From an optimization exercise on the open Yosys and OpenROAD flow, aimed at a short achievable clock period and few clock cycles per item; shortcuts taken in it are not production practice. The RTL was checked by simulation tests, not by an equivalence proof against the original design. Power figures rest on the tool's default switching activity, not on a simulated workload.

==> design.v <==
package lcwc_pkg;
  localparam int SampleBitsDef = 24;
  localparam int RawW   = 24;
  localparam int KwW    = 20;
  localparam int ScaleW = 33;
  localparam int WgtW   = 32;
  localparam int AccW   = 32;
  localparam int CntW   = 8;
  localparam int AlphaW = 9;
  localparam int CfgAW  = 2;
  localparam int CfgDW  = 9;
  localparam int DivNW  = 40;
  localparam int DivDW  = 33;
  localparam int DivRW  = 34;
  localparam int DivCW  = 6;
  localparam logic [1:0] FUNC_WEIGH = 2'd0;
  localparam logic [1:0] FUNC_TARE  = 2'd1;
  localparam logic [1:0] FUNC_CAL   = 2'd2;
  localparam logic [1:0] FUNC_LOAD  = 2'd3;
  localparam logic [2:0] KIND_WEIGHT  = 3'd0;
  localparam logic [2:0] KIND_TARE    = 3'd1;
  localparam logic [2:0] KIND_CAL     = 3'd2;
  localparam logic [2:0] KIND_CAL_REJ = 3'd3;
  localparam logic [2:0] KIND_LOADED  = 3'd4;
  localparam logic [CfgAW-1:0] CFG_SAMPLE_COUNT = 2'd0;
  localparam logic [CfgAW-1:0] CFG_ALPHA_START  = 2'd1;
  localparam logic [CfgAW-1:0] CFG_ALPHA_TARE   = 2'd2;
  localparam logic [CntW-1:0]   SAMPLE_COUNT_RST = 8'd5;
  localparam logic [AlphaW-1:0] ALPHA_START_RST  = 9'd26;
  localparam logic [AlphaW-1:0] ALPHA_TARE_RST   = 9'd77;
  localparam logic [ScaleW-1:0] SCALE_RST        = 33'd57600;
  localparam logic [1:0] DOP_AVG = 2'd0;
  localparam logic [1:0] DOP_WGT = 2'd1;
  localparam logic [1:0] DOP_CAL = 2'd2;
endpackage
import lcwc_pkg::*;
module lcwc_div4 #(
  parameter int RW = 8
) (
  input  logic [RW-1:0] r,
  input  logic [1:0]    b,
  input  logic [RW+1:0] m1,
  input  logic [RW+1:0] m3,
  output logic [RW-1:0] r_o,
  output logic [1:0]    q_o
);
  logic [RW+1:0] x, m2;
  logic [RW+2:0] d1, d2, d3;
  logic g1, g2, g3;
  assign x  = {r, b};
  assign m2 = {m1[RW:0], 1'b0};
  assign d1 = {1'b0, x} - {1'b0, m1};
  assign d2 = {1'b0, x} - {1'b0, m2};
  assign d3 = {1'b0, x} - {1'b0, m3};
  assign g1 = !d1[RW+2];
  assign g2 = !d2[RW+2];
  assign g3 = !d3[RW+2];
  assign r_o = ({RW{!g1}}       & x[RW-1:0])  |
               ({RW{g1 && !g2}} & d1[RW-1:0]) |
               ({RW{g2 && !g3}} & d2[RW-1:0]) |
               ({RW{g3}}        & d3[RW-1:0]);
  assign q_o[1] = g2;
  assign q_o[0] = g3 || (g1 && !g2);
endmodule
module lcwc_nrdiv (
  input  logic [33:0] r,
  input  logic        b,
  input  logic [32:0] d,
  output logic [33:0] r_o,
  output logic        q_o
);
  logic [34:0] x, y, s;
  logic        sub;
  assign sub = !r[33];
  assign x   = {r, b};
  assign y   = {2'b0, d} ^ {35{sub}};
  assign s   = x + y + 35'(sub);
  assign r_o = s[33:0];
  assign q_o = !s[34];
endmodule
module load_cell_weigh_conditioner
#(
  parameter int SAMPLE_BITS = lcwc_pkg::SampleBitsDef
) (
  input  logic                     clk,
  input  logic                     rst_n,
  input  logic                     cfg_we,
  input  logic [lcwc_pkg::CfgAW-1:0]         cfg_addr,
  input  logic [lcwc_pkg::CfgDW-1:0]         cfg_wdata,
  input  logic                     in_valid,
  output logic                     in_ready,
  input  logic [1:0]               in_func,
  input  logic [lcwc_pkg::RawW-1:0]          in_raw_bits,
  input  logic [lcwc_pkg::KwW-1:0]           in_known_weight,
  input  logic signed [lcwc_pkg::ScaleW-1:0] in_scale_value,
  output logic                     out_valid,
  input  logic                     out_ready,
  output logic [2:0]               out_kind,
  output logic signed [lcwc_pkg::WgtW-1:0]   out_weight_q,
  output logic [lcwc_pkg::RawW-1:0]          out_average_raw,
  output logic [lcwc_pkg::RawW-1:0]          out_offset_now,
  output logic signed [lcwc_pkg::ScaleW-1:0] out_scale_now,
  output logic                     out_saturated
);
  localparam logic [1:0] T_W = 2'd0;   
  localparam logic [1:0] T_T = 2'd1;   
  localparam logic [1:0] T_C = 2'd2;   
  localparam logic [1:0] T_L = 2'd3;   
  localparam int NP  = 58;   
  localparam int TQD = 8;    
  localparam int OQD = 24;   
  localparam int OQB = 5;    
  localparam int PA0 = 1;    
  localparam int AU  = 4;    
  localparam int POF = 13;   
  localparam int PC0 = 1;    
  localparam int CU  = 6;    
  localparam int PSC = 19;   
  localparam int PW0 = 20;   
  localparam int WU  = 11;   
  localparam int PZ1 = 53;   
  localparam int PZ2 = 54;   
  localparam int PF0 = 55;   
  localparam int PF1 = 56;
  localparam int PF2 = 57;   
  genvar gi;
  logic              in_ready_r;
  logic              i_v, i_cwe;
  logic [1:0]        i_func;
  logic [RawW-1:0]   i_raw;
  logic [KwW-1:0]    i_kw;
  logic [ScaleW-1:0] i_sv;
  logic [CfgAW-1:0]  i_caddr;
  logic [CfgDW-1:0]  i_cdata;
  always_ff @(posedge clk) begin
    if (!rst_n) begin
      i_v   <= 1'b0;
      i_cwe <= 1'b0;
    end else begin
      i_v   <= in_valid && in_ready_r;
      i_cwe <= cfg_we;
    end
    i_func  <= in_func;
    i_raw   <= in_raw_bits;
    i_kw    <= in_known_weight;
    i_sv    <= in_scale_value;
    i_caddr <= cfg_addr;
    i_cdata <= cfg_wdata;
  end
  assign in_ready = in_ready_r;
  logic [CntW-1:0]   sample_count_r;
  logic [AlphaW-1:0] alpha_start_r, alpha_tare_r;
  logic [AccW-1:0]   bs_r, bc_r;
  logic [CntW-1:0]   bcnt_r;
  logic              btare_r;
  logic [RawW-1:0]   samp;
  logic              is_smp, is_tare, restart, close, push;
  logic [AccW-1:0]   base_s, base_c, cs_s, cs_c, samp32;
  logic [CntW-1:0]   cnt_inc, batch_n;
  logic [1:0]        t_tok;
  logic [32:0]       fa_tok;
  logic [31:0]       fb_tok;
  assign samp    = RawW'(i_raw[SAMPLE_BITS-1:0]) ^ (RawW'(1) << (SAMPLE_BITS - 1));
  assign samp32  = AccW'(samp);
  assign is_smp  = !i_func[1];
  assign is_tare = (i_func == FUNC_TARE);
  assign restart = (bcnt_r != '0) && (btare_r != is_tare);
  assign base_s  = restart ? '0 : bs_r;
  assign base_c  = restart ? '0 : bc_r;
  assign cs_s    = base_s ^ base_c ^ samp32;
  assign cs_c    = {((base_s[AccW-2:0] & base_c[AccW-2:0]) |
                     (base_s[AccW-2:0] & samp32[AccW-2:0]) |
                     (base_c[AccW-2:0] & samp32[AccW-2:0])), 1'b0};
  assign cnt_inc = (restart ? '0 : bcnt_r) + CntW'(1);
  assign batch_n = (sample_count_r == '0) ? CntW'(1) : sample_count_r;
  assign close   = (cnt_inc >= batch_n);
  assign push    = i_v && (!is_smp || close);
  always_comb begin
    if (is_smp) begin
      t_tok  = is_tare ? T_T : T_W;
      fa_tok = {1'b0, cs_s};
      fb_tok = cs_c;
    end else if (i_func == FUNC_CAL) begin
      t_tok  = T_C;
      fa_tok = {9'b0, samp};
      fb_tok = {12'b0, i_kw};
    end else begin
      t_tok  = T_L;
      fa_tok = i_sv;
      fb_tok = '0;
    end
  end
  always_ff @(posedge clk) begin
    if (!rst_n) begin
      sample_count_r <= SAMPLE_COUNT_RST;
      alpha_start_r  <= ALPHA_START_RST;
      alpha_tare_r   <= ALPHA_TARE_RST;
      bs_r           <= '0;
      bc_r           <= '0;
      bcnt_r         <= '0;
      btare_r        <= 1'b0;
    end else begin
      if (i_cwe) begin
        case (i_caddr)
          CFG_SAMPLE_COUNT: sample_count_r <= i_cdata[CntW-1:0];
          CFG_ALPHA_START:  alpha_start_r  <= i_cdata;
          CFG_ALPHA_TARE:   alpha_tare_r   <= i_cdata;
          default: ;
        endcase
      end
      if (i_v && is_smp) begin
        btare_r <= is_tare;
        if (close) begin
          bs_r   <= '0;
          bc_r   <= '0;
          bcnt_r <= '0;
        end else begin
          bs_r   <= cs_s;
          bc_r   <= cs_c;
          bcnt_r <= cnt_inc;
        end
      end
    end
  end
  localparam int TKW = 2 + 33 + 32 + CntW;
  logic [TQD*TKW-1:0] tq_mem;
  logic [2:0]         tq_wp, tq_rp;
  logic [3:0]         tq_cnt;
  logic [TKW-1:0]     tq_head;
  logic               issue;
  assign tq_head = tq_mem[tq_rp*TKW +: TKW];
  generate
    for (gi = 0; gi < TQD; gi++) begin : g_tq
      always_ff @(posedge clk) begin
        if (push && tq_wp == 3'(gi))
          tq_mem[gi*TKW +: TKW] <= {t_tok, fa_tok, fb_tok, cnt_inc};
      end
    end
  endgenerate
  always_ff @(posedge clk) begin
    if (!rst_n) begin
      tq_wp      <= '0;
      tq_rp      <= '0;
      tq_cnt     <= '0;
      in_ready_r <= 1'b1;
    end else begin
      tq_wp      <= tq_wp + 3'(push);
      tq_rp      <= tq_rp + 3'(issue);
      tq_cnt     <= tq_cnt + 4'(push) - 4'(issue);
      in_ready_r <= (tq_cnt <= 4'(TQD - 3));
    end
  end
  logic [NP-1:0]   pv;           
  logic [2*NP-1:0] pt;           
  logic [OQB:0]    inflight_r;
  logic            free_q;
  logic [1:0]      h_t;
  logic            haz_c, haz_u, tare_ahead;
  assign h_t = tq_head[TKW-1 -: 2];
  always_comb begin
    tare_ahead = 1'b0;
    for (int k = 0; k < POF; k++)
      if (pv[k] && pt[2*k +: 2] == T_T) tare_ahead = 1'b1;
  end
  assign haz_c = (h_t == T_C) && tare_ahead;
  assign haz_u = (pv[0] && pt[1] == h_t[1]) || (pv[1] && pt[3] == h_t[1]);
  assign issue = (tq_cnt != '0) && (inflight_r < (OQB+1)'(OQD)) &&
                 !haz_u && !haz_c;
  always_ff @(posedge clk) begin
    if (!rst_n) pv <= '0;
    else        pv <= {pv[NP-2:0], issue};
    pt <= {pt[2*NP-3:0], h_t};
  end
  logic [32:0]     p0_a;
  logic [31:0]     p0_b;
  logic [CntW-1:0] p0_n;
  always_ff @(posedge clk) begin
    p0_a <= tq_head[TKW-3 -: 33];
    p0_b <= tq_head[TKW-36 -: 32];
    p0_n <= tq_head[CntW-1:0];
  end
  logic [RawW-1:0]   offset_r;
  logic [1:0]        t0;
  logic [AccW-1:0]   sum0;
  logic [RawW-1:0]   s0, cmag0;
  logic              cneg0, crej0;
  logic [32:0]       svabs0;
  logic [9:0]        n1_0, n3_0;
  logic [21:0]       k1_0, k3_0;
  assign t0     = pt[1:0];
  assign sum0   = p0_a[31:0] + p0_b;
  assign s0     = p0_a[23:0];
  assign cneg0  = (s0 < offset_r);
  assign cmag0  = cneg0 ? (offset_r - s0) : (s0 - offset_r);
  assign crej0  = (p0_b[19:0] == '0) || (s0 == offset_r);
  assign svabs0 = p0_a[32] ? (33'd0 - p0_a) : p0_a;
  assign n1_0   = 10'(p0_n);
  assign n3_0   = n1_0 + {n1_0[8:0], 1'b0};
  assign k1_0   = 22'(p0_b[19:0]);
  assign k3_0   = k1_0 + {k1_0[20:0], 1'b0};
  localparam int AS = 2 + 8 + 24 + 10 + 10;
  logic [NP-1:0] ucl, uwc, ucal;    
  always_comb begin
    for (int k = 0; k < NP; k++) begin
      ucl[k]  = pv[k] && !pt[2*k+1];
      uwc[k]  = pv[k] && pt[2*k +: 2] == T_W;
      ucal[k] = pv[k] && pt[2*k+1];
    end
  end
  logic [AS*AU-1:0] ra, ra_step;
  logic [AS-1:0]    ra_in0;
  assign ra_in0 = {t0, sum0[31:24], sum0[23:0], n1_0, n3_0};
  generate
    for (gi = 0; gi < AU; gi++) begin : g_adiv
      logic [1:0]  t;
      logic [7:0]  r, r_o;
      logic [23:0] nq;
      logic [9:0]  m1, m3;
      logic [1:0]  q_o;
      assign {t, r, nq, m1, m3} = ra[AS*gi +: AS];
      lcwc_div4 #(.RW(8)) u_div (
        .r(r), .b(nq[23:22]), .m1(m1), .m3(m3), .r_o(r_o), .q_o(q_o));
      assign ra_step[AS*gi +: AS] = {t, r_o, nq[21:0], q_o, m1, m3};
      always_ff @(posedge clk) begin
        if (ucl[PA0+3*gi] || ucl[PA0+3*gi+1])
          ra[AS*gi +: AS] <= ra_step[AS*gi +: AS];
        else if (gi == 0)
          ra[AS*gi +: AS] <= ra_in0;
        else
          ra[AS*gi +: AS] <= ra_step[AS*(gi-1) +: AS];
      end
    end
  endgenerate
  logic [RawW-1:0] avg13;
  always_ff @(posedge clk)
    avg13 <= ra_step[AS*(AU-1)+20 +: 24];
  localparam int CS = 2 + 20 + 36 + 22 + 22 + 2;
  logic [CS*CU-1:0] rc, rc_step;
  logic [CS-1:0]    rc_in0;
  assign rc_in0 = {t0, 20'd0,
                   (t0 == T_L) ? {3'b0, svabs0} : {4'b0, cmag0, 8'b0},
                   k1_0, k3_0,
                   (t0 == T_L) ? p0_a[32] : cneg0,
                   (t0 == T_C) && crej0};
  generate
    for (gi = 0; gi < CU; gi++) begin : g_cdiv
      logic [1:0]  t;
      logic [19:0] r, r_o;
      logic [35:0] nq;
      logic [21:0] m1, m3;
      logic [1:0]  fl;
      logic [1:0]  q_o;
      assign {t, r, nq, m1, m3, fl} = rc[CS*gi +: CS];
      lcwc_div4 #(.RW(20)) u_div (
        .r(r), .b(nq[35:34]), .m1(m1), .m3(m3), .r_o(r_o), .q_o(q_o));
      assign rc_step[CS*gi +: CS] = {t, r_o, (t == T_L) ? nq : {nq[33:0], q_o}, m1, m3, fl};
      always_ff @(posedge clk) begin
        if (ucal[PC0+3*gi] || ucal[PC0+3*gi+1])
          rc[CS*gi +: CS] <= rc_step[CS*gi +: CS];
        else if (gi == 0)
          rc[CS*gi +: CS] <= rc_in0;
        else
          rc[CS*gi +: CS] <= rc_step[CS*(gi-1) +: CS];
      end
    end
  endgenerate
  logic [32:0] q19;
  logic        cneg19, crej19;
  always_ff @(posedge clk) begin
    q19    <= rc_step[CS*(CU-1)+2+44 +: 33];
    cneg19 <= rc_step[CS*(CU-1)+1];
    crej19 <= rc_step[CS*(CU-1)];
  end
  logic [RawW-1:0] net13;
  logic [1:0]      t13;
  assign t13   = pt[2*POF +: 2];
  assign net13 = (avg13 > offset_r) ? (avg13 - offset_r) : (offset_r - avg13);
  logic [24*6-1:0] net_m;    
  always_ff @(posedge clk) begin
    if (!rst_n) begin
      offset_r <= '0;
    end else if (pv[POF] && t13 == T_T) begin
      offset_r <= avg13;
    end
    net_m <= {net_m[24*5-1:0], net13};
  end
  logic [1:0]  t19;
  logic        upd19;
  logic [32:0] sc19;
  logic [23:0] net19;
  assign t19   = pt[2*PSC +: 2];
  assign upd19 = (t19 == T_L) || (t19 == T_C && !crej19);
  assign sc19  = cneg19 ? (33'd0 - q19) : q19;
  assign net19 = net_m[24*5 +: 24];
  logic [32:0] scale_r, mag_r;
  always_ff @(posedge clk) begin
    if (!rst_n) begin
      scale_r <= SCALE_RST;
      mag_r   <= SCALE_RST;
    end else if (pv[PSC] && upd19) begin
      scale_r <= sc19;
      mag_r   <= q19;
    end
  end
  logic [33:0] wr_o0;
  logic        wq_o0, hi19;
  assign hi19 = (mag_r[32:8] == '0) && (net19[23:16] >= mag_r[7:0]);
  lcwc_nrdiv u_wdiv0 (
    .r({28'b0, net19[23:18]}), .b(net19[17]), .d(mag_r), .r_o(wr_o0), .q_o(wq_o0));
  localparam int WS = 34 + 34 + 33 + 3;
  logic [WS*WU-1:0] rw, rw_step;
  logic [WS-1:0]    rw_in0;
  assign rw_in0 = {wr_o0, net19[16:0], 16'b0, wq_o0, mag_r,
                   scale_r[32], hi19, (net19 == '0)};
  generate
    for (gi = 0; gi < WU; gi++) begin : g_wdiv
      logic [33:0] r, r_o, nq;
      logic [32:0] d;
      logic [2:0]  fl;
      logic        q_o;
      assign {r, nq, d, fl} = rw[WS*gi +: WS];
      lcwc_nrdiv u_div (.r(r), .b(nq[33]), .d(d), .r_o(r_o), .q_o(q_o));
      assign rw_step[WS*gi +: WS] = {r_o, nq[32:0], q_o, d, fl};
      always_ff @(posedge clk) begin
        if (uwc[PW0+3*gi] || uwc[PW0+3*gi+1])
          rw[WS*gi +: WS] <= rw_step[WS*gi +: WS];
        else if (gi == 0)
          rw[WS*gi +: WS] <= rw_in0;
        else
          rw[WS*gi +: WS] <= rw_step[WS*(gi-1) +: WS];
      end
    end
  endgenerate
  logic [31:0] q53;
  logic        sgn53, hi53, nz53;
  always_ff @(posedge clk) begin
    q53 <= rw_step[WS*(WU-1)+36 +: 32];
    {sgn53, hi53, nz53} <= rw_step[WS*(WU-1) +: 3];
  end
  logic [31:0] w53;
  logic        sat53;
  always_comb begin
    if (nz53) begin
      w53   = '0;
      sat53 = 1'b0;
    end else if (sgn53) begin
      sat53 = hi53 || (q53[31] && (q53[30:0] != '0));
      w53   = sat53 ? 32'h80000000 : (32'd0 - q53);
    end else begin
      sat53 = hi53 || q53[31];
      w53   = sat53 ? 32'h7FFFFFFF : q53;
    end
  end
  logic [31:0] p54_w;
  logic        p54_sat;
  always_ff @(posedge clk) begin
    p54_w   <= w53;
    p54_sat <= sat53 && (pt[2*PZ1 +: 2] == T_W);
  end
  function automatic logic [79:0] csa(input logic [39:0] x, input logic [39:0] y,
                                      input logic [39:0] z);
    logic [39:0] s, c;
    s = x ^ y ^ z;
    c = {((x[38:0] & y[38:0]) | (x[38:0] & z[38:0]) | (y[38:0] & z[38:0])), 1'b0};
    csa = {c, s};
  endfunction
  logic              primed_r, follows_r;
  logic [AlphaW-1:0] alpha_cur, a54;
  logic [1:0]        t54;
  assign t54       = pt[2*PZ2 +: 2];
  assign alpha_cur = follows_r ? alpha_tare_r : alpha_start_r;
  assign a54       = !primed_r ? AlphaW'(256) :
                     ((alpha_cur > AlphaW'(256)) ? AlphaW'(256) : alpha_cur);
  always_ff @(posedge clk) begin
    if (!rst_n) begin
      primed_r  <= 1'b0;
      follows_r <= 1'b0;
    end else if (pv[PZ2] && t54 == T_W) begin
      primed_r  <= 1'b1;
    end else if (pv[PZ2] && t54 == T_T) begin
      primed_r  <= 1'b0;
      follows_r <= 1'b1;
    end
  end
  logic [39:0]     w54x;
  logic [9*40-1:0] ar54;
  logic [79:0]     z1a, z1b, z1c, z2a, z2b;
  assign w54x = {{8{p54_w[31]}}, p54_w};
  always_comb begin
    for (int k = 0; k < 9; k++)
      ar54[40*k +: 40] = a54[k] ? (w54x << k) : 40'd0;
  end
  assign z1a = csa(ar54[0 +: 40], ar54[40 +: 40], ar54[80 +: 40]);
  assign z1b = csa(ar54[120 +: 40], ar54[160 +: 40], ar54[200 +: 40]);
  assign z1c = csa(ar54[240 +: 40], ar54[280 +: 40], ar54[320 +: 40]);
  assign z2a = csa(z1a[39:0], z1a[79:40], z1b[39:0]);
  assign z2b = csa(z1b[79:40], z1c[39:0], z1c[79:40]);
  logic [39:0] p55_r0, p55_r1, p55_r2, p55_r3;
  logic [8:0]  p55_b;
  logic        p55_sat;
  always_ff @(posedge clk) begin
    p55_r0  <= z2a[39:0];
    p55_r1  <= z2a[79:40];
    p55_r2  <= z2b[39:0];
    p55_r3  <= z2b[79:40];
    p55_b   <= 9'd256 - a54;
    p55_sat <= p54_sat;
  end
  logic signed [WgtW-1:0] y_r;
  logic [39:0]     yx;
  logic [9*40-1:0] yr55;
  logic [79:0]     f1a, f1b, f1c, f1d, f2a, f2b, f3a, f3b;
  assign yx = {{8{y_r[31]}}, y_r};
  always_comb begin
    for (int k = 0; k < 9; k++)
      yr55[40*k +: 40] = p55_b[k] ? (yx << k) : 40'd0;
  end
  assign f1a = csa(yr55[0 +: 40], yr55[40 +: 40], yr55[80 +: 40]);
  assign f1b = csa(yr55[120 +: 40], yr55[160 +: 40], yr55[200 +: 40]);
  assign f1c = csa(yr55[240 +: 40], yr55[280 +: 40], yr55[320 +: 40]);
  assign f1d = csa(p55_r0, p55_r1, p55_r2);
  assign f2a = csa(f1a[39:0], f1a[79:40], f1b[39:0]);
  assign f2b = csa(f1b[79:40], f1c[39:0], f1c[79:40]);
  assign f3a = csa(f1d[39:0], f1d[79:40], p55_r3);
  assign f3b = csa(f2a[39:0], f2a[79:40], f2b[39:0]);
  logic [39:0] p56_r0, p56_r1, p56_r2, p56_r3, p56_r4;
  logic        p56_sat;
  always_ff @(posedge clk) begin
    p56_r0  <= f3b[39:0];
    p56_r1  <= f3b[79:40];
    p56_r2  <= f2b[79:40];
    p56_r3  <= f3a[39:0];
    p56_r4  <= f3a[79:40];
    p56_sat <= p55_sat;
  end
  logic [79:0] g1a, g2a, g3a;
  assign g1a = csa(p56_r0, p56_r1, p56_r2);
  assign g2a = csa(g1a[39:0], g1a[79:40], p56_r3);
  assign g3a = csa(g2a[39:0], g2a[79:40], p56_r4);
  logic [39:0] p57_r0, p57_r1;
  logic        p57_sat;
  always_ff @(posedge clk) begin
    p57_r0  <= g3a[39:0];
    p57_r1  <= g3a[79:40];
    p57_sat <= p56_sat;
  end
  logic [39:0] ysum;
  logic [1:0]  t57;
  logic [31:0] y57;
  assign ysum = p57_r0 + p57_r1;
  assign t57  = pt[2*PF2 +: 2];
  assign y57  = (t57 == T_T) ? 32'd0 : ysum[39:8];
  always_ff @(posedge clk) begin
    if (!rst_n) begin
      y_r <= '0;
    end else if (pv[PF2] && !t57[1]) begin
      y_r <= y57;
    end
  end
  logic [OQD*24-1:0] oq_ao;
  logic [OQD*33-1:0] oq_wsc;
  logic [OQD*3-1:0]  oq_kind;
  logic [OQD-1:0]    oq_sat, oq_done;
  logic [OQB-1:0]    sl0, sl13, sl19, sl57, oq_rp;
  logic              out_load, head_done, free;
  logic [2:0]        kind19;
  assign kind19 = (t19 == T_L) ? KIND_LOADED : (crej19 ? KIND_CAL_REJ : KIND_CAL);
  generate
    for (gi = 0; gi < OQD; gi++) begin : g_oq
      always_ff @(posedge clk) begin
        if (ucal[0] && sl0 == OQB'(gi))
          oq_ao[24*gi +: 24] <= (t0 == T_C) ? s0 : 24'd0;
        else if (ucl[POF] && sl13 == OQB'(gi))
          oq_ao[24*gi +: 24] <= avg13;
        if (pv[PSC] && t19[1] && sl19 == OQB'(gi)) begin
          oq_kind[3*gi +: 3] <= kind19;
          oq_wsc[33*gi +: 33] <= sc19;
        end else if (pv[PF2] && !t57[1] && sl57 == OQB'(gi)) begin
          oq_kind[3*gi +: 3] <= t57[0] ? KIND_TARE : KIND_WEIGHT;
          oq_wsc[33*gi +: 33] <= {1'b0, y57};
        end
        if (pv[PF2] && sl57 == OQB'(gi))
          oq_sat[gi] <= p57_sat;
      end
      always_ff @(posedge clk) begin
        if (!rst_n)
          oq_done[gi] <= 1'b0;
        else if (pv[PF2] && sl57 == OQB'(gi))
          oq_done[gi] <= 1'b1;
        else if (free && oq_rp == OQB'(gi))
          oq_done[gi] <= 1'b0;
      end
    end
  endgenerate
  function automatic logic [OQB-1:0] slot_inc(input logic [OQB-1:0] s);
    slot_inc = (s == OQB'(OQD - 1)) ? '0 : s + OQB'(1);
  endfunction
  logic                     out_valid_r;
  logic [2:0]               out_kind_r;
  logic [RawW-1:0]          out_avg_r, out_off_r;
  logic signed [WgtW-1:0]   out_w_r;
  logic signed [ScaleW-1:0] out_sc_r;
  logic                     out_sat_r;
  logic [2:0]               h_kind;
  logic [RawW-1:0]          h_ao;
  logic [32:0]              h_wsc;
  assign out_load  = !out_valid_r || out_ready;
  assign head_done = oq_done[oq_rp];
  assign free      = out_load && head_done;
  assign h_kind    = oq_kind[3*oq_rp +: 3];
  assign h_ao      = oq_ao[24*oq_rp +: 24];
  assign h_wsc     = oq_wsc[33*oq_rp +: 33];
  always_ff @(posedge clk) begin
    if (!rst_n) begin
      sl0         <= '0;
      sl13        <= '0;
      sl19        <= '0;
      sl57        <= '0;
      oq_rp       <= '0;
      out_valid_r <= 1'b0;
      inflight_r  <= '0;
      free_q      <= 1'b0;
      out_w_r     <= '0;
      out_off_r   <= '0;
      out_sc_r    <= SCALE_RST;
    end else begin
      if (pv[0])   sl0  <= slot_inc(sl0);
      if (pv[POF]) sl13 <= slot_inc(sl13);
      if (pv[PSC]) sl19 <= slot_inc(sl19);
      if (pv[PF2]) sl57 <= slot_inc(sl57);
      if (free)    oq_rp <= slot_inc(oq_rp);
      free_q     <= free;
      inflight_r <= inflight_r + (OQB+1)'(issue) - (OQB+1)'(free_q);
      if (out_load)
        out_valid_r <= head_done;
      if (free) begin
        case (h_kind)
          KIND_WEIGHT: out_w_r <= h_wsc[31:0];
          KIND_TARE: begin
            out_w_r   <= '0;
            out_off_r <= h_ao;
          end
          KIND_CAL, KIND_LOADED: out_sc_r <= h_wsc;
          default: ;
        endcase
      end
    end
    if (out_load) begin
      out_kind_r <= h_kind;
      out_avg_r  <= h_ao;
      out_sat_r  <= oq_sat[oq_rp];
    end
  end
  assign out_valid       = out_valid_r;
  assign out_kind        = out_kind_r;
  assign out_weight_q    = out_w_r;
  assign out_average_raw = out_avg_r;
  assign out_offset_now  = out_off_r;
  assign out_scale_now   = out_sc_r;
  assign out_saturated   = out_sat_r;
endmodule
==> run.sh <==
#!/bin/bash
# synth_recipe.tcl (not shown) runs the flow's synth.tcl, then flattens the netlist and writes it again
# the make line also repeats each setting of config.mk as NAME=value (left out here)
make -C /OpenROAD-flow-scripts/flow DESIGN_CONFIG=/design/flow/config.mk WORK_HOME=/design/flow/orfs CLKGATE_MAP_FILE= SYNTH_SCRIPT=/design/flow/synth_recipe.tcl finish
==> config.mk <==
export PLATFORM = sky130hd
export DESIGN_NAME = load_cell_weigh_conditioner
export DESIGN_NICKNAME = load_cell_weigh_conditioner
export VERILOG_FILES = /design/flow/design.v
export SDC_FILE = /design/flow/constraint.sdc
export NUM_CORES = 4
export LEC_CHECK = 0
export ABC_CLOCK_PERIOD_IN_PS = 2500
export CAP_MARGIN = 20
export CORE_MARGIN = 2
export CORE_UTILIZATION = 50
export SETUP_SLACK_MARGIN = 4.3
export SLEW_MARGIN = 20
export TNS_END_PERCENT = 10
==> constraint.sdc <==
create_clock -name core_clock -period 7.2 [get_ports {clk}]
set_input_delay 1.4400 -clock core_clock [delete_from_list [all_inputs] [get_ports {clk}]]
set_output_delay 1.4400 -clock core_clock [all_outputs]
set_load 0.01 [all_outputs]
==> run summary <==
-- power by group --
part | leakage [nW] | internal (mW) | switching, mW
sequential | 47.0 | 38.9 | 4.31
combinational | 69.2 | 25.0 | 33.6
clock | 9.58 | 17.5 | 13.1
-- layer usage --
layer,share of wire,up-vias
met4,0.045,4
li1,-,87597
met2,0.47,6749
met1,0.41,91951
met5,0.000038,-
met3,0.068,1543
-- state kept, by name (all words and copies together), names as in the netlist, 36 cells and up --
| signal | flops |
|---|---|
| oq_wsc | 792 |
| rw | 1144 |
| p57_r1 | 38 |
| rc | 606 |
| oq_kind | 72 |
| p56_r3 | 40 |
| net_m | 144 |
| oq_ao | 576 |
| tq_mem | 600 |
| p57_r0 | 38 |
| p55_r0 | 37 |
| p56_r0 | 40 |
| g_adiv.m3 | 36 |
| pt | 116 |
| p56_r1 | 36 |
| g_adiv.nq | 96 |
| pv | 58 |
-- final cells by class --
cell class              instances  area share
flip-flops and latches       5407       0.432
multi-input cells           16511       0.410
repair buffers               1548      0.0552
clock buffers                 852      0.0535
well taps                    7020      0.0277
inverters                    1078      0.0130
clock inverters               234     0.00849
diodes                         21    0.000166
-- timing repair --
| action | in CTS | in global routing |
|---|---|---|
| setup endpoints to repair | 4537 | 4688 |
| setup buffers | 250 | 558 |
| resized for setup | 774 | 1621 |
| pin swaps | 209 | 626 |
| cloned | 69 | 111 |
-- synthesized netlist by cell type (162+ instances only) --
cell type,number
a21o_1,521
nand2_1,4111
xnor2_1,919
dfxtp_1,2578
fa_1,594
nand3_1,293
inv_1,1066
mux2i_1,618
nor2b_1,267
nor3_1,212
edfxtp_1,2829
o21a_1,185
o21ai_0,2120
mux4_2,584
xor2_1,344
and2_1,633
a21boi_0,166
clkbuf_1,1154
nor2_1,862
a21oi_1,1020
nand2b_1,162
ha_1,1141
-- path summary, 6_finish.rpt --
| path | start | cells after the start | to | slack [ns] |
|---|---|---|---|---|
| setup reg to reg | rc[440] | 15 | rc[510] | 3.38 |
| hold reg to reg | pt[37] | 0 | pt[39] | 0.30 |
| setup / recovery | rc[440] | 15 | rc[510] | 3.38 |
| hold / removal | pt[37] | 0 | pt[39] | 0.30 |
-- layout by cell type (no fill, tap or decap), types with 679 or more instances in the layout --
| cell | Yosys | final |
|---|---|---|
| edfxtp_1 | 2829 | 2829 |
| nand2_1 | 4111 | 4036 |
| dfxtp_1 | 2578 | 2480 |
| nor2_1 | 862 | 759 |
| ha_1 | 1141 | 1042 |
| xnor2_1 | 919 | 832 |
| clkbuf_16 | 0 | 679 |
| inv_1 | 1066 | 1005 |
| a21oi_1 | 1020 | 875 |
| buf_4 | 5 | 864 |
| o21ai_0 | 2120 | 1891 |
-- worst register-to-register path: stages (launching register included) --
cell and delay [ns]:
edfxtp_1 0.38, ha_2 0.23, inv_2 0.06, fa_2 0.35, a21o_1 0.20, a211oi_2 0.26
o21ai_2 0.11, a21o_1 0.24, and3_4 0.20, a221o_1 0.38, a31oi_4 0.26, buf_12 0.18
nor2_4 0.09, a222oi_1 0.35, o21ai_1 0.16, mux2_2 0.28
-- per-stage QoR --
| stage | power, mW | util |
|---|---|---|
| finish | 132 | 0.595 |
| detailed placement | 92.1 | 0.519 |
| floorplan | 77.6 | - |
| global placement | 91.7 | 0.519 |
| global route | 140 | 0.595 |
| CTS | 125 | 0.569 |
-- logic make-up after synthesis --
logic type,after synthesis,share of synthesized area
AND/OR/NAND/NOR,7059,0.118
flip-flops,5407,0.513
AO/OA/AOI/OAI,5068,0.115
buffers and inverters,2457,0.0350
adder cells (fa/ha/maj),1735,0.0982
multiplexers,1363,0.0794
XOR/XNOR,1263,0.0415
==> impl_metrics.ini <==
[power_and_ir_drop]
power.static_leakage_nw = 126
power.density_cell_area_nw_per_um2 = 418
worst_ir_drop_vdd_mv = 0.336

[critical_path]
timing.critical_path.required_ns = 8.16
worstPathArrival_ns = 4.78
worstPathCellList = ha_2 > inv_2 > fa_2 > a21o_1 > a211oi_2 > o21ai_2 > a21o_1 > and3_4 > a221o_1 > a31oi_4 > buf_12 > nor2_4 > a222oi_1 > o21ai_1 > mux2_2
worst-path-buf-inv = 2
criticalPathCategory = flip-flop to flip-flop
critPathCaptureType = flip-flop
cell_with_the_largest_stage_delay_on_the_worst_path = edfxtp_1
worstPathMaxFanout = 6
critical-path-max-stage-delay_ns = 0.38
critical_path.most_common_cell = a21o_1
critical_path.top_delay_family = compound AO/OA/AOI/OAI gates
startpoint_type = flip-flop

[global_route]
first_global_vias = 181686
met3_usage = 0.0321
gr-max-usage-layer = met2
globalRouteTotalUtil = 0.270
grt.met2_usage = 0.451
grt_pass1_wl_um = 1130000
grt_max_degree = 144
grt_use_met1 = 0.365
antenna_found_initial = 25
globalRoute.totalOverflow = 0

[timing]
final.hold.worst_slack_ns = 0.299
finalWorstPathRequiredPeriod_ns = 3.82
finalHoldViolations = 0
tightestPinTransition_ns = 1.55
fin_tns_setup_ns = 0
post-route-worst-setup-slack_ns = 3.38
drv_slew = 64
timing.final.crit_share = 0.531
rsz0062_at_grt = yes
finalSetupViolations = 0
max_freq_mhz = 262
max_slew_margin = -0.0337
timing.clock.skew_ns = 0.0746

[clocking]
h-tree-depth = 6
cts_sinks = 5407
clockRootBuffer = clkbuf_16
cts_tree = done
cts.hold.buffers_added = 0
clk_pin_slew_worst_paths_ns = 0.06
clk-insertion-delay-late_ns = 1.10
clockBufferDepth = 4
cts_inserted_buffers = 591

[logic_synthesis]
yosys-top-cells-area = edfxtp_1 (32%), dfxtp_1 (19%), nand2_1 (5.8%), ha_1 (5.4%), mux4_2 (4.9%)
synth.yosys.warnings = 1
post-synth-top-area-fraction = 0.319
netlist_instances = 24352
seq_area_frac_synth = 0.513
ys_ff_latch = 5407
synth_area_leader_cell = edfxtp_1
synth_area_per_cell_um2 = 10.9
dominantRegCellSynth = edfxtp_1
synth-edff-count = 2829
synthArstFlopShare = 0
synthDistinctLibCells = 94
syn-num-nets = 26182
synth_area_um2 = 266000

[placement]
place.detailed.hpwl_um = 492000
place_area_um2 = 276000
dp_slack_ns = 2.47
gp_congestion = 0.923
buffer_ports.inserted = 213
numPlacedInstances = 30574

[die]
floorplan.io_pins = 214
design.die.area_um2 = 539000
floorplan.initialDensity = 0.501
die_w_um = 734
rows = 268
die_y_um = 734
placeableCoreArea_um2 = 532000

[status]
result_of_the_run = failed layout checks
failed_checks = capacitance limit, slew limit

[finish]
final_std_cells_w_o_fill = 32671
drive_above_1_share = 0.176
area_growth_syn_to_layout_pct = 18.8
seqCellArea_um2 = 137000
final_cell_area_um2 = 317000
layout.nets = 26967
fillCellCount = 43102
multi_input_comb_area_um2 = 130000

[flow_run]
drv.max_cap_violation_count = 1

[drt]
dr_total_vias = 187844
ant_nets = 0
drcViolationCount = 0
firstDrtPassIters = 8
dr.first_iter.drc_count = 16927
routed_wirelength_um = 783000
routed_wire_length_per_instance_um = 24.0
drt-vias-per-instance = 5.75

[hold_path]
min-delay-path-class = flip-flop to flip-flop
Testbench counts, summed over its fixed seeds: cycles 5,319, items 1,230.

## static timing again, ports no longer ideal
Ports are ideal in the flow. The routed layout listed here was re-timed in OpenROAD.
Step 1 assumes that a clkbuf_16 drives the clock port and a buf_2 every other input.
Step 2 times the ports against the registers' clock, not the clock port: input delays grow and output delays shrink by t, the midpoint of the rising clock arrivals with the driver on.
Slacks: ideal / step 1 / step 2; pairs: ideal / step 1.
t (ns): 1.192
setup WS [ns]: 3.377 / 3.377 / 3.377
worst setup path at the end: register to register
For this run, drivers alone change the setup slack by 0.000 ns; drivers and shift together by 0.000 ns.
